Source: an optimization exercise on an open RTL-to-GDS flow (aim: small area and a short achievable clock period). Production flows keep margins and buffers that such runs may drop. At most, simulation tests tie the RTL to the original design; equivalence was not proved. The RTL of runs 1 and 2 was laid out without a check of its function. Power and IR drop assume default switching activity.

## design.v

```verilog
`timescale 1ns/10ps
package s64_pkg;
    typedef logic [63:0] word_t;
    typedef logic [60:0] pkt_addr_t;
    typedef logic [7:0]  sel_t;
    typedef logic [3:0]  slot_t;
    typedef enum logic [3:0] {
        OPC_NOP    = 4'd0,
        OPC_LIT8   = 4'd1,
        OPC_LIT16  = 4'd2,
        OPC_LIT32  = 4'd3,
        OPC_STORES = 4'd4,
        OPC_LOADS  = 4'd5,
        OPC_INTOPS = 4'd6,
        OPC_JUMPS  = 4'd7,
        OPC_RET    = 4'd8,
        OPC_STKOPS = 4'd9
    } opc_e;
    typedef enum logic [3:0] {
        ALU_ADD  = 4'd0,
        ALU_SUB  = 4'd1,
        ALU_SLL  = 4'd2,
        ALU_SLT  = 4'd3,
        ALU_SLTU = 4'd4,
        ALU_SGE  = 4'd5,
        ALU_SGEU = 4'd6,
        ALU_SEQ  = 4'd7,
        ALU_SNE  = 4'd8,
        ALU_XOR  = 4'd9,
        ALU_SRL  = 4'd10,
        ALU_SRA  = 4'd11,
        ALU_OR   = 4'd12,
        ALU_AND  = 4'd13,
        ALU_BIC  = 4'd14
    } alu_op_e;
    localparam logic [3:0] SUB_SDM   = 4'd0;
    localparam logic [3:0] SUB_LDM   = 4'd3;
    localparam logic [3:0] SUB_JT8   = 4'd0;
    localparam logic [3:0] SUB_JF8   = 4'd1;
    localparam logic [3:0] SUB_J8    = 4'd2;
    localparam logic [3:0] SUB_CALL8 = 4'd3;
    localparam logic [3:0] SUB_DROP  = 4'd0;
    localparam logic [3:0] SUB_DUP   = 4'd1;
    typedef enum logic [2:0] {
        OPND_HOLD, OPND_PUSH_LIT, OPND_LOAD, OPND_STORE_POP, OPND_ALU_POP, OPND_DROP, OPND_DUP
    } operand_op_e;
    typedef enum logic [2:0] {
        FLOW_HOLD, FLOW_FETCH, FLOW_JT, FLOW_JF, FLOW_JMP, FLOW_CALL, FLOW_RET
    } flow_op_e;
    localparam pkt_addr_t RESET_VECTOR = 61'h1C00_0000_0000_0000;
    localparam int        STACK_DEPTH  = 4;
endpackage
`timescale 1ns/10ps
module s64_spill_stack #(
    parameter int WIDTH = 64
) (
    input  logic     clk_i,
    input  logic     rst_n_i,
    input  logic     push_i,
    input  logic     pop_i,
    input  logic [WIDTH-1:0] dat_i,
    output logic [WIDTH-1:0] top_o
);
    logic [WIDTH-1:0] stk [s64_pkg::STACK_DEPTH];
    always_ff @(posedge clk_i or negedge rst_n_i) begin
        if (!rst_n_i) begin
            for (int i = 0; i < s64_pkg::STACK_DEPTH; i++) begin
                stk[i] <= '0;
            end
        end else if (push_i) begin
            stk[0] <= dat_i;
            for (int i = 1; i < s64_pkg::STACK_DEPTH; i++) begin
                stk[i] <= stk[i-1];
            end
        end else if (pop_i) begin
            for (int i = 0; i < s64_pkg::STACK_DEPTH - 1; i++) begin
                stk[i] <= stk[i+1];
            end
        end
    end
    assign top_o = stk[0];
endmodule
`timescale 1ns/10ps
module s64_alu (
    input  s64_pkg::word_t a_i,
    input  s64_pkg::word_t b_i,
    input  logic           sub_en_i,   
    input  logic           s_sum_i,    
    input  logic           s_sll_i,
    input  logic           s_sr_i,     
    input  logic           s_sra_i,
    input  logic           s_xor_i,
    input  logic           s_or_i,
    input  logic           s_and_i,
    input  logic           s_bic_i,
    input  logic           s_slt_i,
    input  logic           s_sltu_i,
    input  logic           s_sge_i,
    input  logic           s_sgeu_i,
    input  logic           s_seq_i,
    input  logic           s_sne_i,
    output s64_pkg::word_t result_o
);
    s64_pkg::word_t b_eff;
    logic [64:0]    sum;
    logic           ltu;
    logic           lts;
    logic           eq;
    s64_pkg::word_t axb;
    assign b_eff = b_i ^ {64{sub_en_i}};
    assign sum   = {1'b0, a_i} + {1'b0, b_eff} + {64'd0, sub_en_i};
    assign axb   = a_i ^ b_i;
    assign eq    = ~|axb;
    assign ltu   = ~sum[64];
    assign lts   = (a_i[63] ^ b_i[63]) ? a_i[63] : ltu;
    logic           fill;
    s64_pkg::word_t sh_in;
    s64_pkg::word_t sh [7];
    s64_pkg::word_t sh_rev;
    assign fill = s_sra_i & a_i[63];
    always_comb begin
        for (int i = 0; i < 64; i++) begin
            sh_in[i] = s_sll_i ? a_i[63-i] : a_i[i];
        end
    end
    assign sh[0] = sh_in;
    for (genvar k = 0; k < 6; k++) begin : g_sh
        assign sh[k+1] = b_i[k] ? {{(1 << k){fill}}, sh[k][63:(1 << k)]} : sh[k];
    end
    always_comb begin
        for (int i = 0; i < 64; i++) begin
            sh_rev[i] = sh[6][63-i];
        end
    end
    logic flag;
    assign flag = (s_slt_i & lts) | (s_sltu_i & ltu) | (s_sge_i & ~lts) | (s_sgeu_i & ~ltu) |
                  (s_seq_i & eq) | (s_sne_i & ~eq);
    assign result_o = ({64{s_sum_i}} & sum[63:0]) |
                      ({64{s_sll_i}} & sh_rev) |
                      ({64{s_sr_i}}  & sh[6]) |
                      ({64{s_xor_i}} & axb) |
                      ({64{s_or_i}}  & (a_i | b_i)) |
                      ({64{s_and_i}} & (a_i & b_i)) |
                      ({64{s_bic_i}} & (a_i & ~b_i)) |
                      {63'd0, flag};
endmodule
`timescale 1ns/10ps
module s64_operand_unit (
    input  logic             clk_i,
    input  logic             rst_n_i,
    input  logic             push_i,
    input  logic             pop_i,
    input  logic             lit_i,
    input  logic             load_i,
    input  logic             store_i,
    input  logic             alu_i,
    input  logic             drop_i,
    input  logic [14:0]      alu_sel_i,
    input  s64_pkg::word_t   lit_val_i,
    input  s64_pkg::word_t   rd_data_i,
    output s64_pkg::word_t   tos_o,
    output s64_pkg::word_t   nos_o
);
    s64_pkg::word_t x;
    s64_pkg::word_t y;
    s64_pkg::word_t z;
    s64_pkg::word_t ds_top;
    s64_pkg::word_t alu_result;
    s64_spill_stack #(
        .WIDTH (64)
    ) i_data_stack (
        .clk_i   (clk_i),
        .rst_n_i (rst_n_i),
        .push_i  (push_i),
        .pop_i   (pop_i),
        .dat_i   (x),
        .top_o   (ds_top)
    );
    s64_alu i_alu (
        .a_i      (y),
        .b_i      (z),
        .sub_en_i (alu_sel_i[0]),
        .s_sum_i  (alu_sel_i[1]),
        .s_sll_i  (alu_sel_i[2]),
        .s_sr_i   (alu_sel_i[3]),
        .s_sra_i  (alu_sel_i[4]),
        .s_xor_i  (alu_sel_i[5]),
        .s_or_i   (alu_sel_i[6]),
        .s_and_i  (alu_sel_i[7]),
        .s_bic_i  (alu_sel_i[8]),
        .s_slt_i  (alu_sel_i[9]),
        .s_sltu_i (alu_sel_i[10]),
        .s_sge_i  (alu_sel_i[11]),
        .s_sgeu_i (alu_sel_i[12]),
        .s_seq_i  (alu_sel_i[13]),
        .s_sne_i  (alu_sel_i[14]),
        .result_o (alu_result)
    );
    always_ff @(posedge clk_i or negedge rst_n_i) begin
        if (!rst_n_i) begin
            x <= '0;
            y <= '0;
            z <= '0;
        end else begin
            if (push_i) begin
                x <= y;
                y <= z;
            end else if (pop_i) begin
                x <= ds_top;
                y <= x;
            end
            if (lit_i || load_i || alu_i || drop_i || store_i) begin
                z <= ({64{lit_i}}   & lit_val_i) |
                     ({64{load_i}}  & rd_data_i) |
                     ({64{alu_i}}   & alu_result) |
                     ({64{drop_i}}  & y) |
                     ({64{store_i}} & x);
            end
        end
    end
    assign tos_o = z;
    assign nos_o = y;
endmodule
`timescale 1ns/10ps
module s64_flow_unit (
    input  logic               clk_i,
    input  logic               rst_n_i,
    input  logic               fetch_i,
    input  logic               jt_i,
    input  logic               jf_i,
    input  logic               jmp_i,
    input  logic               call_i,
    input  logic               ret_i,
    input  logic [7:0]         offset_i,
    input  s64_pkg::word_t     tos_i,
    output s64_pkg::pkt_addr_t p_o,
    output logic               redirect_o
);
    s64_pkg::pkt_addr_t p;
    s64_pkg::pkt_addr_t rz;
    s64_pkg::pkt_addr_t rs_top;
    s64_pkg::pkt_addr_t sum;
    logic [8:0]         step;
    logic               tos_nz;
    logic               jump;
    assign tos_nz = |tos_i;
    assign jump   = (jt_i && tos_nz) || (jf_i && !tos_nz) || jmp_i || call_i;
    assign redirect_o = jump || ret_i;
    assign step = fetch_i ? 9'd1 : ({1'b0, offset_i} - 9'd1);
    assign sum  = p + {{52{step[8]}}, step};
    s64_spill_stack #(
        .WIDTH (61)
    ) i_return_stack (
        .clk_i   (clk_i),
        .rst_n_i (rst_n_i),
        .push_i  (call_i),
        .pop_i   (ret_i),
        .dat_i   (rz),
        .top_o   (rs_top)
    );
    always_ff @(posedge clk_i or negedge rst_n_i) begin
        if (!rst_n_i) begin
            p  <= s64_pkg::RESET_VECTOR;
            rz <= '0;
        end else begin
            if (ret_i) begin
                p <= rz;
            end else if (fetch_i || jump) begin
                p <= sum;
            end
            if (call_i) begin
                rz <= p;
            end else if (ret_i) begin
                rz <= rs_top;
            end
        end
    end
    assign p_o = p;
endmodule
`timescale 1ns/10ps
module s64_slot_sequencer (
    input  logic               clk_i,
    input  logic               rst_n_i,
    input  s64_pkg::word_t     dat_i,
    input  s64_pkg::word_t     tos_i,
    input  s64_pkg::word_t     nos_i,
    input  s64_pkg::pkt_addr_t p_i,
    input  logic               redirect_i,
    output logic               fetch_o,
    output logic               push_o,
    output logic               pop_o,
    output logic               lit_o,
    output logic               load_o,
    output logic               store_o,
    output logic               alu_o,
    output logic               drop_o,
    output logic               jt_o,
    output logic               jf_o,
    output logic               jmp_o,
    output logic               call_o,
    output logic               ret_o,
    output logic [14:0]        alu_sel_o,
    output s64_pkg::word_t     lit_val_o,
    output logic [7:0]         offset_o,
    output s64_pkg::pkt_addr_t adr_o,
    output logic               cyc_o,
    output logic               we_o,
    output logic               vpa_o,
    output s64_pkg::sel_t      sel_o,
    output s64_pkg::word_t     dat_o,
    output s64_pkg::opc_e      opc_o
);
    logic           f;
    logic [3:0]     r;
    logic [23:0]    ops;
    s64_pkg::word_t dr;
    logic           lit8, lit16, lit32, nib, jrel;
    logic           push, pop, load, store, alu, drop, jt, jf, jmp, call, ret, mem, cyc;
    logic [3:0]     opc;
    logic [14:0]    alu_sel;
    logic           f_n;
    logic [3:0]     op_n;
    logic [3:0]     sub_n;
    s64_pkg::word_t dr_sh;
    logic           nf;
    logic           n_lit8, n_lit16, n_lit32, n_jumps, n_jrel, n_nib;
    logic           n_load, n_store, n_alu, n_drop, n_dup;
    always_comb begin
        dr_sh = ({64{!(nib || lit8 || jrel || lit16 || lit32)}} & dr) |
                ({64{nib}}   & (dr >> 4)) |
                ({64{lit8}}  & (dr >> 8)) |
                ({64{jrel}}  & (dr >> 12)) |
                ({64{lit16}} & (dr >> 16)) |
                ({64{lit32}} & (dr >> 32));
    end
    assign f_n   = f ? (dat_i[63:60] == 4'd1) : (redirect_i || (r == 4'd1));
    assign op_n  = f ? dat_i[59:56] : ops[23:20];
    assign sub_n = f ? dat_i[3:0] : dr_sh[3:0];
    assign nf    = !f_n;
    assign n_lit8  = nf && (op_n == s64_pkg::OPC_LIT8);
    assign n_lit16 = nf && (op_n == s64_pkg::OPC_LIT16);
    assign n_lit32 = nf && (op_n == s64_pkg::OPC_LIT32);
    assign n_jumps = nf && (op_n == s64_pkg::OPC_JUMPS);
    assign n_jrel  = n_jumps && (sub_n[3:2] == 2'b00);
    assign n_nib   = nf && ((op_n == s64_pkg::OPC_STORES) || (op_n == s64_pkg::OPC_LOADS) ||
                            (op_n == s64_pkg::OPC_INTOPS) || (op_n == s64_pkg::OPC_STKOPS) ||
                            ((op_n == s64_pkg::OPC_JUMPS) && (sub_n[3:2] != 2'b00)));
    assign n_store = nf && (op_n == s64_pkg::OPC_STORES) && (sub_n == s64_pkg::SUB_SDM);
    assign n_load  = nf && (op_n == s64_pkg::OPC_LOADS) && (sub_n == s64_pkg::SUB_LDM);
    assign n_alu   = nf && (op_n == s64_pkg::OPC_INTOPS);
    assign n_dup   = nf && (op_n == s64_pkg::OPC_STKOPS) && (sub_n == s64_pkg::SUB_DUP);
    assign n_drop  = (nf && (op_n == s64_pkg::OPC_STKOPS) && (sub_n == s64_pkg::SUB_DROP)) || n_jrel;
    always_ff @(posedge clk_i or negedge rst_n_i) begin
        if (!rst_n_i) begin
            f     <= 1'b1;
            cyc   <= 1'b1;
            opc   <= 4'd0;
            lit8  <= 1'b0;
            lit16 <= 1'b0;
            lit32 <= 1'b0;
            nib   <= 1'b0;
            jrel  <= 1'b0;
            push  <= 1'b0;
            pop   <= 1'b0;
            load  <= 1'b0;
            store <= 1'b0;
            alu   <= 1'b0;
            drop  <= 1'b0;
            jt    <= 1'b0;
            jf    <= 1'b0;
            jmp   <= 1'b0;
            call  <= 1'b0;
            ret   <= 1'b0;
            mem   <= 1'b0;
        end else begin
            f     <= f_n;
            cyc   <= f_n || n_load || n_store;
            opc   <= nf ? op_n : 4'd0;
            lit8  <= n_lit8;
            lit16 <= n_lit16;
            lit32 <= n_lit32;
            nib   <= n_nib;
            jrel  <= n_jrel;
            push  <= n_lit8 || n_lit16 || n_lit32 || n_dup;
            pop   <= n_store || n_alu || n_drop;
            load  <= n_load;
            store <= n_store;
            alu   <= n_alu;
            drop  <= n_drop;
            jt    <= n_jumps && (sub_n == s64_pkg::SUB_JT8);
            jf    <= n_jumps && (sub_n == s64_pkg::SUB_JF8);
            jmp   <= n_jumps && (sub_n == s64_pkg::SUB_J8);
            call  <= n_jumps && (sub_n == s64_pkg::SUB_CALL8);
            ret   <= nf && (op_n == s64_pkg::OPC_RET);
            mem   <= n_load || n_store;
        end
    end
    always_ff @(posedge clk_i) begin
        if (f) begin
            r   <= dat_i[63:60] - 4'd1;
            ops <= dat_i[55:32];
            dr  <= dat_i;
        end else begin
            r   <= r - 4'd1;
            ops <= {ops[19:0], 4'd0};
            dr  <= dr_sh;
        end
        alu_sel[0]  <= (sub_n != s64_pkg::ALU_ADD);
        alu_sel[1]  <= (sub_n == s64_pkg::ALU_ADD) || (sub_n == s64_pkg::ALU_SUB);
        alu_sel[2]  <= (sub_n == s64_pkg::ALU_SLL);
        alu_sel[3]  <= (sub_n == s64_pkg::ALU_SRL) || (sub_n == s64_pkg::ALU_SRA);
        alu_sel[4]  <= (sub_n == s64_pkg::ALU_SRA);
        alu_sel[5]  <= (sub_n == s64_pkg::ALU_XOR);
        alu_sel[6]  <= (sub_n == s64_pkg::ALU_OR);
        alu_sel[7]  <= (sub_n == s64_pkg::ALU_AND);
        alu_sel[8]  <= (sub_n == s64_pkg::ALU_BIC);
        alu_sel[9]  <= (sub_n == s64_pkg::ALU_SLT);
        alu_sel[10] <= (sub_n == s64_pkg::ALU_SLTU);
        alu_sel[11] <= (sub_n == s64_pkg::ALU_SGE);
        alu_sel[12] <= (sub_n == s64_pkg::ALU_SGEU);
        alu_sel[13] <= (sub_n == s64_pkg::ALU_SEQ);
        alu_sel[14] <= (sub_n == s64_pkg::ALU_SNE);
    end
    assign fetch_o   = f;
    assign push_o    = push;
    assign pop_o     = pop;
    assign lit_o     = lit8 || lit16 || lit32;
    assign load_o    = load;
    assign store_o   = store;
    assign alu_o     = alu;
    assign drop_o    = drop;
    assign jt_o      = jt;
    assign jf_o      = jf;
    assign jmp_o     = jmp;
    assign call_o    = call;
    assign ret_o     = ret;
    assign alu_sel_o = alu_sel;
    assign offset_o  = dr[11:4];
    assign lit_val_o = ({64{lit8}}  & {{56{dr[7]}}, dr[7:0]}) |
                       ({64{lit16}} & {{48{dr[15]}}, dr[15:0]}) |
                       ({64{lit32}} & {{32{dr[31]}}, dr[31:0]});
    assign cyc_o = cyc;
    assign we_o  = (opc == s64_pkg::OPC_STORES) && (dr[3:0] == s64_pkg::SUB_SDM);
    assign vpa_o = f;
    assign sel_o = {8{cyc}};
    assign dat_o = {64{store}} & nos_i;
    assign opc_o = s64_pkg::opc_e'(opc);
    assign adr_o = ({61{f}} & p_i) | ({61{mem}} & tos_i[63:3]);
endmodule
`timescale 1ns/10ps
module s64x7_core (
    input  logic               clk_i,
    input  logic               rst_n_i,
    input  s64_pkg::word_t     dat_i,
    output s64_pkg::pkt_addr_t adr_o,
    output logic               cyc_o,
    output logic               we_o,
    output logic               vpa_o,
    output s64_pkg::sel_t      sel_o,
    output s64_pkg::word_t     dat_o,
    output s64_pkg::opc_e      opc_o
);
    logic               fetch, push, pop, lit, load, store, alu, drop;
    logic               jt, jf, jmp, call, ret;
    logic [14:0]        alu_sel;
    s64_pkg::word_t     lit_val;
    logic [7:0]         offset;
    s64_pkg::word_t     tos;
    s64_pkg::word_t     nos;
    s64_pkg::pkt_addr_t p;
    logic               redirect;
    s64_slot_sequencer i_slot_sequencer (
        .clk_i      (clk_i),
        .rst_n_i    (rst_n_i),
        .dat_i      (dat_i),
        .tos_i      (tos),
        .nos_i      (nos),
        .p_i        (p),
        .redirect_i (redirect),
        .fetch_o    (fetch),
        .push_o     (push),
        .pop_o      (pop),
        .lit_o      (lit),
        .load_o     (load),
        .store_o    (store),
        .alu_o      (alu),
        .drop_o     (drop),
        .jt_o       (jt),
        .jf_o       (jf),
        .jmp_o      (jmp),
        .call_o     (call),
        .ret_o      (ret),
        .alu_sel_o  (alu_sel),
        .lit_val_o  (lit_val),
        .offset_o   (offset),
        .adr_o      (adr_o),
        .cyc_o      (cyc_o),
        .we_o       (we_o),
        .vpa_o      (vpa_o),
        .sel_o      (sel_o),
        .dat_o      (dat_o),
        .opc_o      (opc_o)
    );
    s64_operand_unit i_operand_unit (
        .clk_i     (clk_i),
        .rst_n_i   (rst_n_i),
        .push_i    (push),
        .pop_i     (pop),
        .lit_i     (lit),
        .load_i    (load),
        .store_i   (store),
        .alu_i     (alu),
        .drop_i    (drop),
        .alu_sel_i (alu_sel),
        .lit_val_i (lit_val),
        .rd_data_i (dat_i),
        .tos_o     (tos),
        .nos_o     (nos)
    );
    s64_flow_unit i_flow_unit (
        .clk_i      (clk_i),
        .rst_n_i    (rst_n_i),
        .fetch_i    (fetch),
        .jt_i       (jt),
        .jf_i       (jf),
        .jmp_i      (jmp),
        .call_i     (call),
        .ret_i      (ret),
        .offset_i   (offset),
        .tos_i      (tos),
        .p_o        (p),
        .redirect_o (redirect)
    );
endmodule
```

## run.sh

```bash
#!/bin/bash
# synth_recipe.tcl (not shown) runs the flow's synth.tcl, then flattens the netlist and writes it again
# the make line also repeats each setting of config.mk as NAME=value (left out here)
make -C /OpenROAD-flow-scripts/flow DESIGN_CONFIG=/design/flow/config.mk WORK_HOME=/design/flow/orfs CLKGATE_MAP_FILE= SYNTH_SCRIPT=/design/flow/synth_recipe.tcl finish
```

## config.mk

```make
export PLATFORM = sky130hd
export DESIGN_NAME = s64x7_core
export DESIGN_NICKNAME = s64x7_core
export VERILOG_FILES = /design/flow/design.v
export SDC_FILE = /design/flow/constraint.sdc
export NUM_CORES = 4
export LEC_CHECK = 0
export CAP_MARGIN = 20
export CORE_MARGIN = 2
export CORE_UTILIZATION = 40
export SETUP_SLACK_MARGIN = 5
export SLEW_MARGIN = 20
```

## constraint.sdc

```tcl
create_clock -name core_clock -period 10.0 [get_ports {clk_i}]
set_input_delay 2.0000 -clock core_clock [delete_from_list [all_inputs] [get_ports {clk_i}]]
set_output_delay 2.0000 -clock core_clock [all_outputs]
set_load 0.01 [all_outputs]
```

==> run_results.csv, run 1 <==
group,metric,value,unit
min_path,min_from,"i_slot_sequencer.ops[10]",
critical_path,worst_setup_path_start_kind,"flip-flop",
timing,slew_headroom,15.14,%
power,leakagePower,28.60,nW
timing,hold_viol_final,0,
clock_network,clockRootBuffer,"clkbuf_16",
critical_path,critPathMaxStageDelay,0.67,ns
placed_design,dp.cells,8611,
critical_path,critPathRequiredTime,10.64,ns
clock_network,cts.sinks,944,
critical_path,crit_start,"i_slot_sequencer.lit16",
power,ir_drop,0.0001975,V
floorplanning,num_rows,144,
timing,fin_crit_sh,50.02,%
clock_network,cts_tree,"built",
finish,multiInputGateArea,0.03595,mm²
clock_network,htreeDepth,3,
yosys,synthArstFlopShare,88.67,%
finish,finalNonFillerCells,8828,
global_routing,grt_pass1_wl,374.3,mm
route,first_pass_iters,10,
floorplanning,die_area,0.1584,mm²
timing,timing.final.ws_setup,4.998,ns
timing,min_period,5.002,ns
placed_design,hpwlAfterDp,190.3,mm
critical_path,critPathMaxFanout,51,
yosys,synthAdderAreaFrac,6.534,%
timing,finClkSkew,0.04196,ns
timing,drv_slew,0,
global_routing,grt_use_met3,8.018,%
placed_design,io_buffers,205,
yosys,avgSynthCellArea,9.191,µm²
yosys,synth_top_area_share,33.54,%
yosys,yosysTopAreaCell,"dfrtp_1",
floorplanning,fp.coreArea,0.1540,mm²
critical_path,rr_startpoint,"i_slot_sequencer.lit16",
global_routing,grt_overflow,0,
clock_network,holdBufCountCts,0,
floorplanning,die_h,397.9,µm
global_routing,met1_usage,42.65,%
flow_run,drv_cap,0,
global_routing,grt_busiest_layer,"met2",
route,vias,55620,
finish,drive_gt1_share,9.845,%
timing,max_freq,199.9,MHz
yosys,synth-compound-area-share,19.82,%
clock_network,cts_buffers,108,
critical_path,crit_type,"reg -> reg",
yosys,synth_ff_type,"dfrtp_1",
placed_design,place_ws,4.694,ns
critical_path,cpMaxStageDelayCell,"a221oi_2",
yosys,syn-num-nets,7143,
critical_path,setup.worst_path.end_class,"flip-flop",
finish,fin_nets,7069,
floorplanning,die_x,397.9,µm
global_routing,grt_max_degree,210,
yosys,synth_cells,6754,
power,power_density,384.7,mW/mm²
yosys,synthMuxAreaShare,17.42,%
global_routing,use_met2,47.64,%
finish,seq_area,0.02314,mm²
timing,finalSetupTns,0,ns
yosys,synth.top_cells.by_area,"dfrtp_1 34%, mux2i_1 11%, ha_1 6.5%",
floorplanning,io_pins,206,
yosys,synth-edff-count,0,
timing,rsz0062_at_grt,"false",
yosys,synth_simple_gate_area_share,11.45,%
yosys,synth_top_family_by_area,"compound AO/OA/AOI/OAI gates",
placed_design,finalWeightedCongestion,1.122,
route,viasPerCell,6.301,
route,ant_nets,0,
clock_network,clock_latency,0.77,ns
global_routing,antenna_found_initial,23,
critical_path,crit_buf_inv,4,
yosys,ys_seq_elements,944,
critical_path,cpMostUsedCell,"buf_4",
yosys,synth_xor_area_share,2.511,%
global_routing,grt.total_usage,32.17,%
timing,setup_viol,0,
critical_path,critical-path-top-delay-family,"buffers and inverters",
yosys,synth_commonest_cells,"988 x nand2_1, 832 x dfrtp_1, 800 x o21ai_0",
yosys,yosysMostFrequentCell,"nand2_1",
yosys,synth-warning-count,9,
yosys,synth_cell_types,93,
route,wl_per_cell,29.66,µm
floorplanning,start_util,40.30,%
route,drt_first_iter_violations,7401,
timing,max_slew.worst_pin.slew,1.273,ns
critical_path,cp_cell_sequence,"buf_4 > or3_1 > nor2_2 > a221oi_2 > buf_4 > a21boi_4 > buf_4 > a21boi_1 > buf_4 > nand4_1 > a221oi_2 > nor2_1 > or3_1",
critical_path,crit_arrival,5.64,ns
route,drt_wl_total,261.8,mm
yosys,netlist_area,0.06208,mm²
clock_network,clockBufferDepth,3,
outcome,status,"no timing/DRC/antenna violations",
power,total_power,0.02684,W
finish,fillers,14870,
yosys,yosysSeqAreaShare,37.20,%
min_path,worstHoldPathType,"reg -> reg",
clock_network,clkTransAtPathRegs,0.06,ns
route,route.detailed.drc,0,
finish,area_growth,12.40,%
global_routing,grt_pass1_vias,52260,
-- path summary, 6_finish.rpt --
check                      slack (ns)  cells past startpoint                       end
hold reg to reg                  0.45                      1  i_slot_sequencer.ops[14]
hold / removal                   0.45                      1  i_slot_sequencer.ops[14]
min in group asynchronous        1.28                      1      i_operand_unit.z[62]
setup / recovery                 5.00                     13      i_operand_unit.z[49]
max in group asynchronous        6.72                      3         i_flow_unit.p[31]
setup reg to reg                 5.00                     13      i_operand_unit.z[49]
-- stage by stage --
| stage | hold WS (ns) | util (%) | instance area [µm²] |
|---|---|---|---|
| after floorplan | 0.4340 | - | 62090 |
| after global placement | 0.4363 | 42.67 | 65740 |
| after detailed placement | 0.4423 | 42.68 | 65750 |
| after CTS | 0.4564 | 45.21 | 69640 |
| after global routing | 0.4654 | 45.28 | 69750 |
| final | 0.4532 | 45.29 | 69770 |
-- kinds of logic (layout without fill, tap and decap cells) --
logic type | Yosys count | count (layout)
adders and majority gates | 323 | 323
buffers and inverters | 784 | 805
AOI/OAI and AO/OA | 1927 | 1927
and+or+nand+nor | 1646 | 1646
xor gates and xnor gates | 178 | 178
other | 0 | 9
DFF | 944 | 944
muxes | 952 | 952
-- power breakdown --
group	internal (W)	switching (W)	total, W
combinational	0.00542	0.0100	0.0154
clock	0.00247	0.00180	0.00427
sequential	0.00494	0.00219	0.00713
-- sequential cells by signal (all words and copies together), names as in the netlist, 4 cells and up --
signal	count
i_operand_unit.z	64
i_slot_sequencer.ops	24
i_slot_sequencer.opc	4
i_slot_sequencer.dr	64
i_operand_unit.y	64
i_flow_unit.rz	61
i_slot_sequencer.r	4
i_operand_unit.i_data_stack.stk	256
i_slot_sequencer.alu_sel	15
i_operand_unit.x	64
i_flow_unit.p	61
i_flow_unit.i_return_stack.stk	244
-- area by class of cell --
class	count	share of cell area, %
Multi-Input combinational cell	5026	51.52
Sequential cell	944	33.17
Timing Repair Buffer	355	4.783
Clock buffer	155	4.515
Tap cell	2044	3.665
Inverter	245	1.318
Clock inverter	50	0.9988
Antenna cell	9	0.03228
-- cell usage in the layout, fill, tap and decap left out, drive strengths merged, types with 157 or more instances in the layout --
master         synthesis  final
nand2                988    988
ha                   321    321
clkbuf               410    157
nor2                 251    251
mux2i                676    676
dfrtp                832    832
clkdlybuf4s50          0    204
o21ai                807    807
a21oi                288    288
inv                  241    242
mux2                 198    198
-- per-layer routing --
metal,wire (µm),up-vias
met5,98,-
met4,17580,14
met3,27240,720
met1,105200,27480
met2,111700,3014
li1,-,24400
-- what timing repair did --
item | CTS | global route
endpoints found under the setup margin | 81 | 23
resized for setup | 6 | 14
buffers inserted | 1 | 1
gates cloned | 0 | 1
==> run 2: changes to the inputs <==
--- a/design.v
+++ b/design.v
@@ -84,15 +84,13 @@
 module s64_alu (
     input  s64_pkg::word_t a_i,
     input  s64_pkg::word_t b_i,
-    input  logic           sub_en_i,   
+    input  logic           b_inv_i,
     input  logic           s_sum_i,    
     input  logic           s_sll_i,
     input  logic           s_sr_i,     
     input  logic           s_sra_i,
-    input  logic           s_xor_i,
-    input  logic           s_or_i,
-    input  logic           s_and_i,
-    input  logic           s_bic_i,
+    input  logic           s_p_i,      
+    input  logic           s_g_i,      
     input  logic           s_slt_i,
     input  logic           s_sltu_i,
     input  logic           s_sge_i,
@@ -102,15 +100,17 @@
     output s64_pkg::word_t result_o
 );
     s64_pkg::word_t b_eff;
+    s64_pkg::word_t pp;
+    s64_pkg::word_t gg;
     logic [64:0]    sum;
     logic           ltu;
     logic           lts;
     logic           eq;
-    s64_pkg::word_t axb;
-    assign b_eff = b_i ^ {64{sub_en_i}};
-    assign sum   = {1'b0, a_i} + {1'b0, b_eff} + {64'd0, sub_en_i};
-    assign axb   = a_i ^ b_i;
-    assign eq    = ~|axb;
+    assign b_eff = b_i ^ {64{b_inv_i}};
+    assign pp    = a_i ^ b_eff;
+    assign gg    = a_i & b_eff;
+    assign sum   = {1'b0, a_i} + {1'b0, b_eff} + {64'd0, b_inv_i};
+    assign eq    = &pp;
     assign ltu   = ~sum[64];
     assign lts   = (a_i[63] ^ b_i[63]) ? a_i[63] : ltu;
     logic           fill;
@@ -138,10 +138,8 @@
     assign result_o = ({64{s_sum_i}} & sum[63:0]) |
                       ({64{s_sll_i}} & sh_rev) |
                       ({64{s_sr_i}}  & sh[6]) |
-                      ({64{s_xor_i}} & axb) |
-                      ({64{s_or_i}}  & (a_i | b_i)) |
-                      ({64{s_and_i}} & (a_i & b_i)) |
-                      ({64{s_bic_i}} & (a_i & ~b_i)) |
+                      ({64{s_p_i}}   & pp) |
+                      ({64{s_g_i}}   & gg) |
                       {63'd0, flag};
 endmodule
 `timescale 1ns/10ps
@@ -155,7 +153,7 @@
     input  logic             store_i,
     input  logic             alu_i,
     input  logic             drop_i,
-    input  logic [14:0]      alu_sel_i,
+    input  logic [12:0]      alu_sel_i,
     input  s64_pkg::word_t   lit_val_i,
     input  s64_pkg::word_t   rd_data_i,
     output s64_pkg::word_t   tos_o,
@@ -179,21 +177,19 @@
     s64_alu i_alu (
         .a_i      (y),
         .b_i      (z),
-        .sub_en_i (alu_sel_i[0]),
+        .b_inv_i  (alu_sel_i[0]),
         .s_sum_i  (alu_sel_i[1]),
         .s_sll_i  (alu_sel_i[2]),
         .s_sr_i   (alu_sel_i[3]),
         .s_sra_i  (alu_sel_i[4]),
-        .s_xor_i  (alu_sel_i[5]),
-        .s_or_i   (alu_sel_i[6]),
-        .s_and_i  (alu_sel_i[7]),
-        .s_bic_i  (alu_sel_i[8]),
-        .s_slt_i  (alu_sel_i[9]),
-        .s_sltu_i (alu_sel_i[10]),
-        .s_sge_i  (alu_sel_i[11]),
-        .s_sgeu_i (alu_sel_i[12]),
-        .s_seq_i  (alu_sel_i[13]),
-        .s_sne_i  (alu_sel_i[14]),
+        .s_p_i    (alu_sel_i[5]),
+        .s_g_i    (alu_sel_i[6]),
+        .s_slt_i  (alu_sel_i[7]),
+        .s_sltu_i (alu_sel_i[8]),
+        .s_sge_i  (alu_sel_i[9]),
+        .s_sgeu_i (alu_sel_i[10]),
+        .s_seq_i  (alu_sel_i[11]),
+        .s_sne_i  (alu_sel_i[12]),
         .result_o (alu_result)
     );
     always_ff @(posedge clk_i or negedge rst_n_i) begin
@@ -299,7 +295,7 @@
     output logic               jmp_o,
     output logic               call_o,
     output logic               ret_o,
-    output logic [14:0]        alu_sel_o,
+    output logic [12:0]        alu_sel_o,
     output s64_pkg::word_t     lit_val_o,
     output logic [7:0]         offset_o,
     output s64_pkg::pkt_addr_t adr_o,
@@ -317,7 +313,7 @@
     logic           lit8, lit16, lit32, nib, jrel;
     logic           push, pop, load, store, alu, drop, jt, jf, jmp, call, ret, mem, cyc;
     logic [3:0]     opc;
-    logic [14:0]    alu_sel;
+    logic [12:0]    alu_sel;
     logic           f_n;
     logic [3:0]     op_n;
     logic [3:0]     sub_n;
@@ -405,21 +401,21 @@
             ops <= {ops[19:0], 4'd0};
             dr  <= dr_sh;
         end
-        alu_sel[0]  <= (sub_n != s64_pkg::ALU_ADD);
+        alu_sel[0]  <= !((sub_n == s64_pkg::ALU_ADD) || (sub_n == s64_pkg::ALU_XOR) ||
+                         (sub_n == s64_pkg::ALU_OR) || (sub_n == s64_pkg::ALU_AND));
         alu_sel[1]  <= (sub_n == s64_pkg::ALU_ADD) || (sub_n == s64_pkg::ALU_SUB);
         alu_sel[2]  <= (sub_n == s64_pkg::ALU_SLL);
         alu_sel[3]  <= (sub_n == s64_pkg::ALU_SRL) || (sub_n == s64_pkg::ALU_SRA);
         alu_sel[4]  <= (sub_n == s64_pkg::ALU_SRA);
-        alu_sel[5]  <= (sub_n == s64_pkg::ALU_XOR);
-        alu_sel[6]  <= (sub_n == s64_pkg::ALU_OR);
-        alu_sel[7]  <= (sub_n == s64_pkg::ALU_AND);
-        alu_sel[8]  <= (sub_n == s64_pkg::ALU_BIC);
-        alu_sel[9]  <= (sub_n == s64_pkg::ALU_SLT);
-        alu_sel[10] <= (sub_n == s64_pkg::ALU_SLTU);
-        alu_sel[11] <= (sub_n == s64_pkg::ALU_SGE);
-        alu_sel[12] <= (sub_n == s64_pkg::ALU_SGEU);
-        alu_sel[13] <= (sub_n == s64_pkg::ALU_SEQ);
-        alu_sel[14] <= (sub_n == s64_pkg::ALU_SNE);
+        alu_sel[5]  <= (sub_n == s64_pkg::ALU_XOR) || (sub_n == s64_pkg::ALU_OR);
+        alu_sel[6]  <= (sub_n == s64_pkg::ALU_AND) || (sub_n == s64_pkg::ALU_OR) ||
+                       (sub_n == s64_pkg::ALU_BIC);
+        alu_sel[7]  <= (sub_n == s64_pkg::ALU_SLT);
+        alu_sel[8]  <= (sub_n == s64_pkg::ALU_SLTU);
+        alu_sel[9]  <= (sub_n == s64_pkg::ALU_SGE);
+        alu_sel[10] <= (sub_n == s64_pkg::ALU_SGEU);
+        alu_sel[11] <= (sub_n == s64_pkg::ALU_SEQ);
+        alu_sel[12] <= (sub_n == s64_pkg::ALU_SNE);
     end
     assign fetch_o   = f;
     assign push_o    = push;
==> flow/run.sh (new file) <==
#!/bin/bash
# Layout: the standard flow (standard.sh, standard synthesis unchanged), with
# two changes to how the layout is made:
#  - the port buffers that buffer_ports inserts are buf_4 cells instead of the
#    library's default pick (a slow delay cell);
#  - the resizer may swap a cell for one with another footprint.
# All make and tool output goes to flow_make.log here; ORFS keeps each step's
# own log under orfs/logs/.
set -euo pipefail
bash standard.sh \
  "BUFFER_PORTS_ARGS=-buffer_cell sky130_fd_sc_hd__buf_4" \
  MATCH_CELL_FOOTPRINT=0 \
  finish > flow_make.log 2>&1
==> standard.sh (new file) <==
#!/bin/bash
# synth_recipe.tcl (not shown) runs the flow's synth.tcl, then flattens the netlist and writes it again
# the make line also repeats each setting of config.mk as NAME=value (left out here)
make -C /OpenROAD-flow-scripts/flow DESIGN_CONFIG=/design/flow/config.mk WORK_HOME=/design/flow/orfs CLKGATE_MAP_FILE= SYNTH_SCRIPT=/design/flow/synth_recipe.tcl "${@:-finish}"
removed: run.sh
==> run_results.csv, run 2 <==
group,metric,value,unit
yosys,synth-edff-count,0,
global_routing,grt_overflow,0,
timing,setup_viol,0,
floorplanning,die_area,0.1500,mm²
timing,hold_viol_final,0,
critical_path,critPathRequiredTime,10.64,ns
flow_run,drv_cap,0,
clock_network,clockBufferDepth,3,
yosys,synth_cells,6326,
finish,fin_nets,6421,
route,viasPerCell,6.226,
yosys,synth_top_area_share,35.43,%
yosys,yosysMostFrequentCell,"nand2_1",
finish,utilization,44.82,%
timing,fin_crit_sh,48.95,%
critical_path,worst_setup_path_start_kind,"flip-flop",
yosys,avgSynthCellArea,9.290,µm²
placed_design,hpwlAfterDp,159.0,mm
global_routing,grt.total_usage,28.83,%
route,drt_first_iter_violations,6642,
floorplanning,start_util,40.32,%
critical_path,crit_arrival,5.53,ns
clock_network,cts_tree,"built",
timing,rsz0062_at_grt,"false",
yosys,synth_commonest_cells,"918 x nand2_1, 832 x dfrtp_1, 716 x o21ai_0",
timing,finalSetupTns,0,ns
clock_network,cts.sinks,942,
global_routing,antenna_found_initial,7,
power,ir_drop,0.0001976,V
floorplanning,fp.coreArea,0.1457,mm²
yosys,syn-num-nets,6523,
floorplanning,die_h,387.3,µm
power,power_density,378.1,mW/mm²
yosys,synth-warning-count,11,
route,drt_wl_total,223.6,mm
finish,drive_gt1_share,13.10,%
outcome,status,"no timing/DRC/antenna violations",
placed_design,finalWeightedCongestion,1.037,
finish,regMostFlops,"i_operand_unit.i_data_stack.stk",
critical_path,critPathMaxFanout,31,
clock_network,cts_buffers,105,
yosys,synth_cell_types,95,
clock_network,clock_latency,0.78,ns
power,leakagePower,26.84,nW
timing,min_period,4.895,ns
min_path,worstHoldPathType,"reg -> reg",
critical_path,setup.worst_path.end_class,"flip-flop",
clock_network,htreeDepth,3,
yosys,synth_ff_type,"dfrtp_1",
yosys,yosysSeqAreaShare,39.23,%
finish,final_common_cell,"nand2_1",
route,route.detailed.drc,0,
yosys,netlist_area,0.05877,mm²
floorplanning,io_pins,206,
finish,largest_reg_flops,256,
finish,final_cell_mix,"917 x nand2_1, 820 x dfrtp_1, 713 x o21ai_0",
route,first_pass_iters,13,
route,ant_nets,0,
timing,drv_slew,0,
route,vias,51250,
yosys,ys_seq_elements,942,
global_routing,grt_max_degree,191,
placed_design,io_buffers,205,
finish,largest_registers,"i_operand_unit.i_data_stack.stk (256), i_flow_unit.i_return_stack.stk (244)",
floorplanning,die_x,387.3,µm
clock_network,clockRootBuffer,"clkbuf_16",
timing,finClkSkew,0.06662,ns
yosys,synth.top_cells.by_area,"dfrtp_1 35%, mux2i_1 12%, o21ai_0 6.1%",
finish,area_growth,11.15,%
clock_network,clkTransAtPathRegs,0.07,ns
yosys,synthArstFlopShare,88.85,%
critical_path,crit_type,"reg -> reg",
clock_network,holdBufCountCts,0,
global_routing,grt_pass1_wl,327.6,mm
timing,slew_headroom,19.21,%
route,wl_per_cell,27.17,µm
global_routing,grt_pass1_vias,48440,
floorplanning,num_rows,140,
yosys,yosysTopAreaCell,"dfrtp_1",
timing,max_slew.worst_pin.slew,1.205,ns
critical_path,r2r_slack,5.11,ns
timing,max_freq,204.3,MHz
[run 2: cell count changes after synthesis, sizes merged, moves of 17 or more]
| cell | previous run | this run |
|---|---|---|
| a211oi | 79 | 61 |
| a21o | 57 | 79 |
| a221oi | 65 | 48 |
| a2bb2oi | 24 | 4 |
| buf | 129 | 106 |
| ha | 321 | 129 |
| inv | 241 | 126 |
| nand2 | 988 | 918 |
| nand3 | 80 | 101 |
| nand4 | 75 | 48 |
| nor3 | 35 | 64 |
| o21ai | 807 | 727 |
| o22ai | 38 | 57 |
| xnor2 | 68 | 43 |
[run 2: per-layer routing]
metal | up-vias | wire length (µm) | track usage (%)
li1 | 23120 | - | -
met1 | 25270 | 92810 | 38.34
met2 | 2303 | 95210 | 42.45
met3 | 548 | 20100 | 7.034
met4 | 6 | 15440 | 17.07
met5 | - | 42 | 0
[run 2: area by class of cell]
type / count / area, µm²
repair buffers: 311 / 2486
multi-input cells: 4736 / 33230
fillers: 14150 / 80420
inverters: 128 / 480.5
well taps: 1917 / 2399
flip-flops and latches: 942 / 23100
clock buffers: 157 / 3115
clock inverters: 37 / 500.5
diodes: 3 / 7.507
[run 2: worst paths after layout]
kind | cells after the start | startpoint | end
setup / recovery | 11 | i_slot_sequencer.alu_sel[0] | i_operand_unit.z[49]
hold / removal | 1 | i_slot_sequencer.ops[4] | i_slot_sequencer.ops[8]
setup reg to reg | 11 | i_slot_sequencer.alu_sel[0] | i_operand_unit.z[49]
hold reg to reg | 1 | i_slot_sequencer.ops[4] | i_slot_sequencer.ops[8]
max in group asynchronous | 3 | rst_n_i | i_operand_unit.i_data_stack.stk[1][43]
min in group asynchronous | 1 | rst_n_i | i_operand_unit.i_data_stack.stk[0][8]
[run 2: worst max-delay path, stage by stage (launching register included)]
cell and delay [ns]:
dfxtp_4 0.77, xor2_1 0.15, ha_1 0.43, a21oi_1 0.32, o21ai_0 0.17, a211oi_1 0.99, a211oi_1 0.23, nor3_1 0.81
o31ai_1 0.31, xnor2_1 0.20, a221oi_1 0.28, nor2_1 0.07
[run 2: where the power goes]
group	total (W)	switching, W	internal (W)
combinational	0.0135	0.00849	0.00501
sequential	0.00715	0.00216	0.00499
clock	0.00405	0.00172	0.00233
total	0.0247	0.0124	0.0123
[run 2: what timing repair did]
item / 4_1_cts / 5_1_grt
pin swaps: 1 / 1
setup buffers: 0 / 3
cloned: 0 / 0
resized for setup: 5 / 8
setup endpoints to repair: 71 / 22
[run 2: kinds of logic after synthesis]
logic type / Yosys count / synth area share (%)
flops: 942 / 39.23
xor+xnor: 151 / 2.250
simple gates: 1614 / 12.01
mux: 978 / 18.93
buf+inv: 648 / 4.375
compound gates: 1862 / 20.39
fa+ha+maj: 131 / 2.815
[run 2: through the flow]
| stage | setup WS [ns] | power [W] | cell area (µm²) | hold slack [ns] | instances |
|---|---|---|---|---|---|
| global route | 5.042 | 0.02590 | 65310 | 0.4442 | 8228 |
| floorplan | 4.957 | 0.01523 | 58820 | 0.4340 | 6326 |
| detailed placement | 4.703 | 0.02011 | 61600 | 0.4410 | 8031 |
| global placement | 4.758 | 0.02005 | 61600 | 0.4366 | 8031 |
| finish | 5.105 | 0.02470 | 65320 | 0.4483 | 8231 |
| CTS | 5.015 | 0.02426 | 65240 | 0.4394 | 8225 |
==> run 3: changes to the inputs <==
--- a/design.v
+++ b/design.v
@@ -61,24 +61,48 @@
     input  logic [WIDTH-1:0] dat_i,
     output logic [WIDTH-1:0] top_o
 );
-    logic [WIDTH-1:0] stk [s64_pkg::STACK_DEPTH];
+    logic [1:0]       ptr;
+    logic [1:0]       cnt;    
+    logic [WIDTH-1:0] e0;
+    logic [WIDTH-1:0] e1;
+    logic [WIDTH-1:0] e2;
+    logic [WIDTH-1:0] e3;
+    logic [1:0]       wr;
+    assign wr = ptr + 2'd1;
     always_ff @(posedge clk_i or negedge rst_n_i) begin
         if (!rst_n_i) begin
-            for (int i = 0; i < s64_pkg::STACK_DEPTH; i++) begin
-                stk[i] <= '0;
-            end
+            ptr <= 2'd0;
+            cnt <= 2'd0;
         end else if (push_i) begin
-            stk[0] <= dat_i;
-            for (int i = 1; i < s64_pkg::STACK_DEPTH; i++) begin
-                stk[i] <= stk[i-1];
-            end
-        end else if (pop_i) begin
-            for (int i = 0; i < s64_pkg::STACK_DEPTH - 1; i++) begin
-                stk[i] <= stk[i+1];
+            ptr <= wr;
+            if (cnt != 2'd3) begin
+                cnt <= cnt + 2'd1;
             end
+        end else if (pop_i && (cnt != 2'd0)) begin
+            ptr <= ptr - 2'd1;
+            cnt <= cnt - 2'd1;
+        end
+    end
+    always_ff @(posedge clk_i or negedge rst_n_i) begin
+        if (!rst_n_i) begin
+            e0 <= '0;
+        end else if (push_i && (wr == 2'd0)) begin
+            e0 <= dat_i;
         end
     end
-    assign top_o = stk[0];
+    always_ff @(posedge clk_i) begin
+        if (push_i && (wr == 2'd1)) e1 <= dat_i;
+        if (push_i && (wr == 2'd2)) e2 <= dat_i;
+        if (push_i && (wr == 2'd3)) e3 <= dat_i;
+    end
+    always_comb begin
+        case (ptr)
+            2'd0:    top_o = e0;
+            2'd1:    top_o = e1;
+            2'd2:    top_o = e2;
+            default: top_o = e3;
+        endcase
+    end
 endmodule
 `timescale 1ns/10ps
 module s64_alu (
@@ -441,7 +465,7 @@
     assign sel_o = {8{cyc}};
     assign dat_o = {64{store}} & nos_i;
     assign opc_o = s64_pkg::opc_e'(opc);
-    assign adr_o = ({61{f}} & p_i) | ({61{mem}} & tos_i[63:3]);
+    assign adr_o = mem ? tos_i[63:3] : ({61{cyc}} & p_i);
 endmodule
 `timescale 1ns/10ps
 module s64x7_core (
--- a/config.mk
+++ b/config.mk
@@ -7,6 +7,6 @@
 export LEC_CHECK = 0
 export CAP_MARGIN = 20
 export CORE_MARGIN = 2
-export CORE_UTILIZATION = 40
+export CORE_UTILIZATION = 55
 export SETUP_SLACK_MARGIN = 5
 export SLEW_MARGIN = 20
==> run_results.csv, run 3 <==
group,metric,value,unit
outcome,status,"no timing/DRC/antenna violations",
yosys,synthMuxAreaShare,10.12,%
power,pwr-share-seq,30.2,%
flow_run,drv_cap,0,
critical_path,cp_cell_sequence,"buf_4 > nand2_1 > o21ai_0 > buf_4",
finish,fillers,8692,
route,viasPerCell,6.956,
yosys,synth_xor_area_share,2.666,%
min_path,min_from,"i_slot_sequencer.ops[11]",
route,drt_wl_total,223.4,mm
finish,drive_gt1_share,14.37,%
timing,setup_viol,0,
power,leakagePower,25.02,nW
placed_design,hpwlAfterDp,152.4,mm
global_routing,antenna_found_initial,22,
power,power_density,413.0,mW/mm²
floorplanning,num_rows,117,
power,combPwrFrac,54.4,%
critical_path,crit_type,"reg -> out",
clock_network,clockRootBuffer,"clkbuf_16",
finish,multiInputGateArea,0.02843,mm²
finish,final_area,0.06209,mm²
power,power_switching,0.01291,W
yosys,netlist_area,0.05618,mm²
clock_network,clockBufferDepth,3,
route,wl_per_cell,31.26,µm
critical_path,crit_arrival,2.95,ns
global_routing,grt.total_usage,41.95,%
power,clockPowerShare,15.4,%
yosys,synth_commonest_cells,"723 x nand2_1, 465 x dfrtp_1, 447 x o21ai_0",
yosys,ys_seq_elements,950,
critical_path,critPathMaxFanout,70,
floorplanning,die_h,323.6,µm
yosys,synth_simple_gate_area_share,11.96,%
critical_path,crit_start,"i_slot_sequencer.cyc",
floorplanning,fp.coreArea,0.1016,mm²
route,ant_nets,0,
route,route.detailed.drc,0,
finish,seq_area,0.02519,mm²
finish,final_cell_mix,"718 x nand2_1, 449 x dfrtp_1, 445 x o21ai_0",
timing,finalSetupTns,0,ns
yosys,yosysMostFrequentCell,"nand2_1",
clock_network,cts_buffers,102,
floorplanning,die_area,0.1047,mm²
min_path,holdPathStages,1,
critical_path,rr_startpoint,"i_slot_sequencer.lit8",
finish,area_growth,10.53,%
critical_path,cp.depth,4,
clock_network,cts_tree,"built",
critical_path,critPathMaxStageDelay,0.67,ns
yosys,synth_top_area_share,20.71,%
yosys,synthAdderAreaFrac,3.167,%
floorplanning,start_util,55.30,%
min_path,worstHoldPathType,"reg -> reg",
critical_path,worst_setup_path_start_kind,"flip-flop",
global_routing,grt_overflow,0,
yosys,synth_cell_types,93,
clock_network,htreeDepth,3,
timing,fin_crit_sh,49.47,%
power,p_int,0.01274,W
yosys,synth-edff-count,375,
placed_design,dpl-instance-area,0.05845,mm²
critical_path,crit_buf_inv,2,
route,vias,49720,
yosys,synthArstFlopShare,49.47,%
global_routing,grt_pass1_wl,320.3,mm
critical_path,critical-path-top-delay-family,"buffers and inverters",
finish,final_common_cell,"nand2_1",
critical_path,reg2reg_depth,15,
yosys,avgSynthCellArea,9.760,µm²
yosys,synth_top_family_by_area,"compound AO/OA/AOI/OAI gates",
yosys,synth_cells,5756,
critical_path,critPathRequiredTime,8.00,ns
power,p_sw_share,50.32,%
yosys,yosysTopAreaCell,"dfrtp_1",
placed_design,io_buffers,205,
power,ir_drop,0.0002216,V
clock_network,clock_latency,0.73,ns
clock_network,cts.sinks,950,
critical_path,cpMaxStageDelayCell,"o21ai_0",
placed_design,dp.cells,6933,
finish,finalNonFillerCells,7147,
floorplanning,die_x,323.6,µm
critical_path,cpMostUsedCell,"buf_4",
yosys,synth_ff_type,"dfrtp_1",
yosys,synth-compound-area-share,22.36,%
route,first_pass_iters,14,
critical_path,setup.worst_path.end_class,"output port",
timing,min_period,4.947,ns
timing,max_slew.worst_pin.slew,1.204,ns
yosys,synth.top_cells.by_area,"dfrtp_1 21%, edfxtp_1 20%, nand2_1 4.8%",
global_routing,grt_max_degree,144,
timing,drv_slew,0,
timing,hold_viol_final,0,
finish,fin_nets,5879,
yosys,yosysSeqAreaShare,44.73,%
global_routing,grt_pass1_vias,45680,
floorplanning,io_pins,206,
placed_design,finalWeightedCongestion,1.089,
clock_network,clkTransAtPathRegs,0.06,ns
timing,rsz0062_at_grt,"true",
clock_network,holdBufCountCts,0,
timing,slew_headroom,18.90,%
yosys,synth-warning-count,9,
timing,max_freq,202.1,MHz
route,drt_first_iter_violations,8162,
yosys,syn-num-nets,5963,
timing,finClkSkew,0.03543,ns
==> run 3: changes by cell type after synthesis, moves of 132 or more <==
cell,previous run,this run
a211oi_1,60,203
a21oi_1,292,430
a222oi_1,89,221
dfrtp_1,832,465
edfxtp_1,0,375
mux2i_1,683,183
nand2_1,918,723
o21ai_0,716,447
==> run 3: final cells by class <==
class                           instances  area share [%]
Clock inverter                         62           1.122
Inverter                              245           1.481
Clock buffer                          132           4.534
Tap cell                             1368           2.757
Multi-Input combinational cell       4080           45.79
Timing Repair Buffer                  293           3.683
Sequential cell                       950           40.57
Antenna cell                           17         0.06851
==> run 3: kinds of logic after synthesis <==
family | after synthesis
AO/OA/AOI/OAI | 1866
AND/OR/NAND/NOR | 1461
flip-flops | 950
buffers and inverters | 726
multiplexers | 441
XOR/XNOR | 171
adder cells (fa/ha/maj) | 141
==> run 3: layer usage <==
layer / up-vias / GRT usage [%] / routed length [µm]
met4: 14 / 28.05 / 17220
met2: 3117 / 59.69 / 94220
met3: 760 / 12.02 / 26290
li1: 21480 / - / -
met5: - / 0 / 87
met1: 24350 / 55.65 / 85590
==> run 3: through the flow <==
stage	worst slack (ns)	power, W	hold WS, ns	util (%)
final	5.053	0.02564	0.4545	61.12
after global routing	4.983	0.02673	0.4679	61.09
after CTS	5.029	0.02502	0.4577	60.99
after detailed placement	4.917	0.02101	0.4422	57.53
after global placement	4.985	0.02089	0.4380	57.52
after floorplan	4.716	0.01597	0.4340	-
==> run 3: what timing repair did <==
action                                  in CTS  in global routing
endpoints found under the setup margin       3                 13
resized for setup                            2                 11
buffers inserted                             0                  0
endpoints found under the hold margin        0                  0
==> run 3: worst paths after layout <==
path                                                endpoint  slack, ns
setup / recovery                                   adr_o[28]       5.05
min in group asynchronous  i_operand_unit.i_data_stack.e0[1]       1.23
hold / removal                      i_slot_sequencer.ops[15]       0.45
hold reg to reg                     i_slot_sequencer.ops[15]       0.45
max in group asynchronous  i_flow_unit.i_return_stack.e0[60]       7.28
setup reg to reg                        i_operand_unit.z[61]       5.24
==> run 3: power by group through the flow <==
| stage | clock network (W) | logic (W) | registers [W] |
|---|---|---|---|
| 2_1_floorplan | 0 | 0.00959 | 0.00639 |
| 3_3_place_gp | 0 | 0.0133 | 0.00763 |
| 3_5_place_dp | 0 | 0.0133 | 0.00766 |
| 4_1_cts | 0.00400 | 0.0134 | 0.00759 |
| 5_1_grt | 0.00414 | 0.0148 | 0.00777 |
| 6_report | 0.00396 | 0.0140 | 0.00774 |
==> run 4: changes to the inputs <==
==> flow/run.sh (replaced) <==
#!/bin/bash
set -euo pipefail
bash standard.sh \
  "BUFFER_PORTS_ARGS=-buffer_cell sky130_fd_sc_hd__buf_4" \
  MATCH_CELL_FOOTPRINT=0 \
  SETUP_SLACK_MARGIN=6.5 \
  finish > flow_make.log 2>&1
--- a/config.mk
+++ b/config.mk
@@ -8,5 +8,7 @@
 export CAP_MARGIN = 20
 export CORE_MARGIN = 2
 export CORE_UTILIZATION = 55
-export SETUP_SLACK_MARGIN = 5
+export CTS_CLUSTER_DIAMETER = 80
+export CTS_CLUSTER_SIZE = 20
 export SLEW_MARGIN = 20
+export TNS_END_PERCENT = 5
==> run_results.csv, run 4 <==
group,metric,value,unit
outcome,status,"no timing/DRC/antenna violations",
timing,slew_headroom,14.97,%
timing,max_freq,236.9,MHz
route,drt_wl_total,237.0,mm
power,power_switching,0.01359,W
yosys,synth-warning-count,9,
yosys,synth_commonest_cells,"723 x nand2_1, 465 x dfrtp_1, 447 x o21ai_0",
min_path,worstHoldPathType,"reg -> reg",
global_routing,grt_pass1_vias,46630,
finish,multiInputGateArea,0.03017,mm²
clock_network,clockBufferDepth,3,
timing,drv_slew,0,
floorplanning,io_pins,206,
clock_network,cts_buffers,58,
clock_network,htreeDepth,2,
yosys,synthArstFlopShare,49.47,%
finish,final_common_cell,"nand2_1",
placed_design,place_ws,4.839,ns
power,leakagePower,25.40,nW
yosys,syn-num-nets,5963,
critical_path,critPathMaxStageDelay,0.57,ns
floorplanning,die_area,0.1047,mm²
finish,final_cell_mix,"707 x nand2_1, 436 x dfrtp_1, 396 x a21oi_1",
finish,fillers,8589,
critical_path,critPathMaxFanout,41,
global_routing,use_met2,63.88,%
yosys,synth_top_area_share,20.71,%
floorplanning,die_h,323.6,µm
timing,rsz0062_at_grt,"true",
timing,hold_viol_final,0,
timing,min_period,4.221,ns
finish,fin_nets,6001,
timing,finClkSkew,0.02059,ns
finish,drive_gt1_share,19.63,%
yosys,synth.top_cells.by_area,"dfrtp_1 21%, edfxtp_1 20%, nand2_1 4.8%",
power,p_int,0.01261,W
clock_network,holdBufCountCts,0,
floorplanning,num_rows,117,
power,total_power,0.02620,W
yosys,yosysTopAreaCell,"dfrtp_1",
route,viasPerCell,7.078,
global_routing,met1_usage,56.90,%
global_routing,grt_busiest_layer,"met2",
flow_run,drv_cap,0,
critical_path,critical-path-top-delay-family,"flip-flops",
floorplanning,start_util,55.30,%
placed_design,io_buffers,205,
critical_path,crit_buf_inv,2,
yosys,avgSynthCellArea,9.760,µm²
finish,area_growth,14.04,%
yosys,yosysSeqAreaShare,44.73,%
clock_network,clock_latency,0.71,ns
finish,finalNonFillerCells,7235,
clock_network,cts.sinks,950,
global_routing,antenna_found_initial,27,
global_routing,grt.total_usage,43.97,%
clock_network,cts_tree,"built",
route,drt_first_iter_violations,8552,
yosys,synth_ff_type,"dfrtp_1",
placed_design,dp.cells,6943,
timing,fin_crit_sh,42.21,%
timing,finalSetupTns,0,ns
yosys,synth_cell_types,93,
global_routing,grt_pass1_wl,333.9,mm
placed_design,finalWeightedCongestion,1.090,
yosys,ys_seq_elements,950,
route,vias,51210,
timing,timing.final.ws_setup,5.779,ns
finish,utilization,63.06,%
critical_path,cpMaxStageDelayCell,"dfrtp_4",
power,clockPowerShare,9.8,%
global_routing,grt_use_met3,13.82,%
power,ir_drop,0.0002646,V
power,pwr-share-seq,29.7,%
floorplanning,fp.coreArea,0.1016,mm²
timing,max_slew.worst_pin.slew,1.265,ns
clock_network,clockRootBuffer,"clkbuf_16",
timing,setup_viol,0,
yosys,synth-edff-count,375,
critical_path,crit_type,"reg -> out",
clock_network,clkTransAtPathRegs,0.09,ns
critical_path,worst_setup_path_start_kind,"flip-flop",
yosys,synth_cells,5756,
yosys,netlist_area,0.05618,mm²
critical_path,crit_arrival,2.22,ns
power,combPwrFrac,60.4,%
finish,seq_area,0.02522,mm²
route,first_pass_iters,10,
yosys,yosysMostFrequentCell,"nand2_1",
route,route.detailed.drc,0,
critical_path,critPathRequiredTime,8.00,ns
route,wl_per_cell,32.75,µm
critical_path,setup.worst_path.end_class,"output port",
power,power_density,409.0,mW/mm²
placed_design,hpwlAfterDp,156.6,mm
power,p_sw_share,51.86,%
floorplanning,die_x,323.6,µm
critical_path,cp_cell_sequence,"buf_8 > and2_1 > buf_4",
route,ant_nets,0,
global_routing,grt_max_degree,145,
global_routing,grt_overflow,0,
## run 4: repair_timing
action	in CTS	in global routing
pin swaps	63	62
hold endpoints to repair	0	0
gates resized for setup	361	173
endpoints found under the setup margin	277	445
cloned	16	6
buffers inserted	71	62
## run 4: layer usage
layer / up-vias / part of all wire [%]
met3: 897 / 12
met4: 30 / 8.1
met5: - / 0.084
met2: 3493 / 42
li1: 21670 / -
met1: 25120 / 37
## run 4: metrics by stage
| step | area (µm²) | hold slack (ns) |
|---|---|---|
| after floorplan | 56260 | 0.4340 |
| after CTS | 62580 | 0.4600 |
| after detailed placement | 58490 | 0.4433 |
| after global placement | 58490 | 0.4371 |
| after global routing | 64010 | 0.4829 |
| final | 64070 | 0.4600 |
## run 4: cell families after synthesis
| family | synth area share (%) |
|---|---|
| AO/OA/AOI/OAI | 22.36 |
| flip-flops | 44.73 |
| adder cells (fa/ha/maj) | 3.167 |
| buffers and inverters | 4.995 |
| AND/OR/NAND/NOR | 11.96 |
| XOR/XNOR | 2.666 |
| multiplexers | 10.12 |
## run 4: cell type report
type / instances / area share, %
antenna: 23 / 0.08984
clock buffer: 98 / 2.615
clock inverter: 12 / 0.2109
inverter: 245 / 1.451
multi-input combinational: 4082 / 47.08
sequential: 950 / 39.36
tap: 1368 / 2.672
timing repair buffer: 457 / 6.519
## run 4: path summary, 6_finish.rpt
| check | end | slack, ns | from | cells past startpoint |
|---|---|---|---|---|
| setup / recovery | dat_o[1] | 5.78 | i_slot_sequencer.store | 3 |
| hold / removal | i_slot_sequencer.ops[4] | 0.46 | i_slot_sequencer.ops[0] | 1 |
| setup reg to reg | i_operand_unit.z[54] | 5.86 | i_slot_sequencer.alu_sel[0] | 15 |
| hold reg to reg | i_slot_sequencer.ops[4] | 0.46 | i_slot_sequencer.ops[0] | 1 |
| max in group asynchronous | i_flow_unit.rz[58] | 6.62 | rst_n_i | 3 |
| min in group asynchronous | i_operand_unit.i_data_stack.e0[20] | 1.19 | rst_n_i | 1 |
## run 4: worst register-to-register path, delay by kind of cell (launching register included)
kind                     cells  cell delay (ns)
AND/OR/NAND/NOR              5             1.66
AO/OA/AOI/OAI                5             0.92
buffers and inverters        3             0.50
adder cells (fa/ha/maj)      1             0.46
flip-flops                   1             0.38
XOR/XNOR                     1             0.15
## run 4: power by group through the flow
stage	clock network (W)	logic, W	registers, W
3_3_place_gp	0	0.0134	0.00768
4_1_cts	0.00260	0.0144	0.00761
6_report	0.00258	0.0158	0.00779
2_1_floorplan	0	0.00959	0.00639
3_5_place_dp	0	0.0135	0.00771
5_1_grt	0.00273	0.0167	0.00781

==> port drivers added, routing unchanged <==
The flow's constraints put no driver on any port. The routed layouts listed below were extracted and timed again, unchanged, in two steps. Step 1 (the two cells are an assumption about what drives the block):
set clk [get_ports {clk_i}]
set_driving_cell -lib_cell sky130_fd_sc_hd__clkbuf_16 $clk
set_driving_cell -lib_cell sky130_fd_sc_hd__buf_2 [delete_from_list [all_inputs] $clk]
Step 2 times the ports against the registers' clock, not the clock port: input delays grow and output delays shrink by t, the midpoint of the rising clock arrivals with the driver on. a / b / c = ideal ports / drivers / drivers and shift; a / b = the first two.
run | t, ns | setup WS [ns] | hold slack, ns
run 1 | 0.837 | 4.998 / 4.955 / 4.768 | 0.453 / 0.453 / 0.453
run 2 | 0.829 | 5.105 / 5.105 / 5.105 | 0.448 / 0.448 / 0.448
run 3 | 0.786 | 5.053 / 4.976 / 5.236 | 0.455 / 0.455 / 0.455
run 4 | 0.782 | 5.779 / 5.699 / 5.492 | 0.460 / 0.460 / 0.460
After both steps every run listed still meets setup and hold. The setup slack of run 4, which loses most, moves by -0.080 ns with the drivers and by -0.287 ns with both steps.
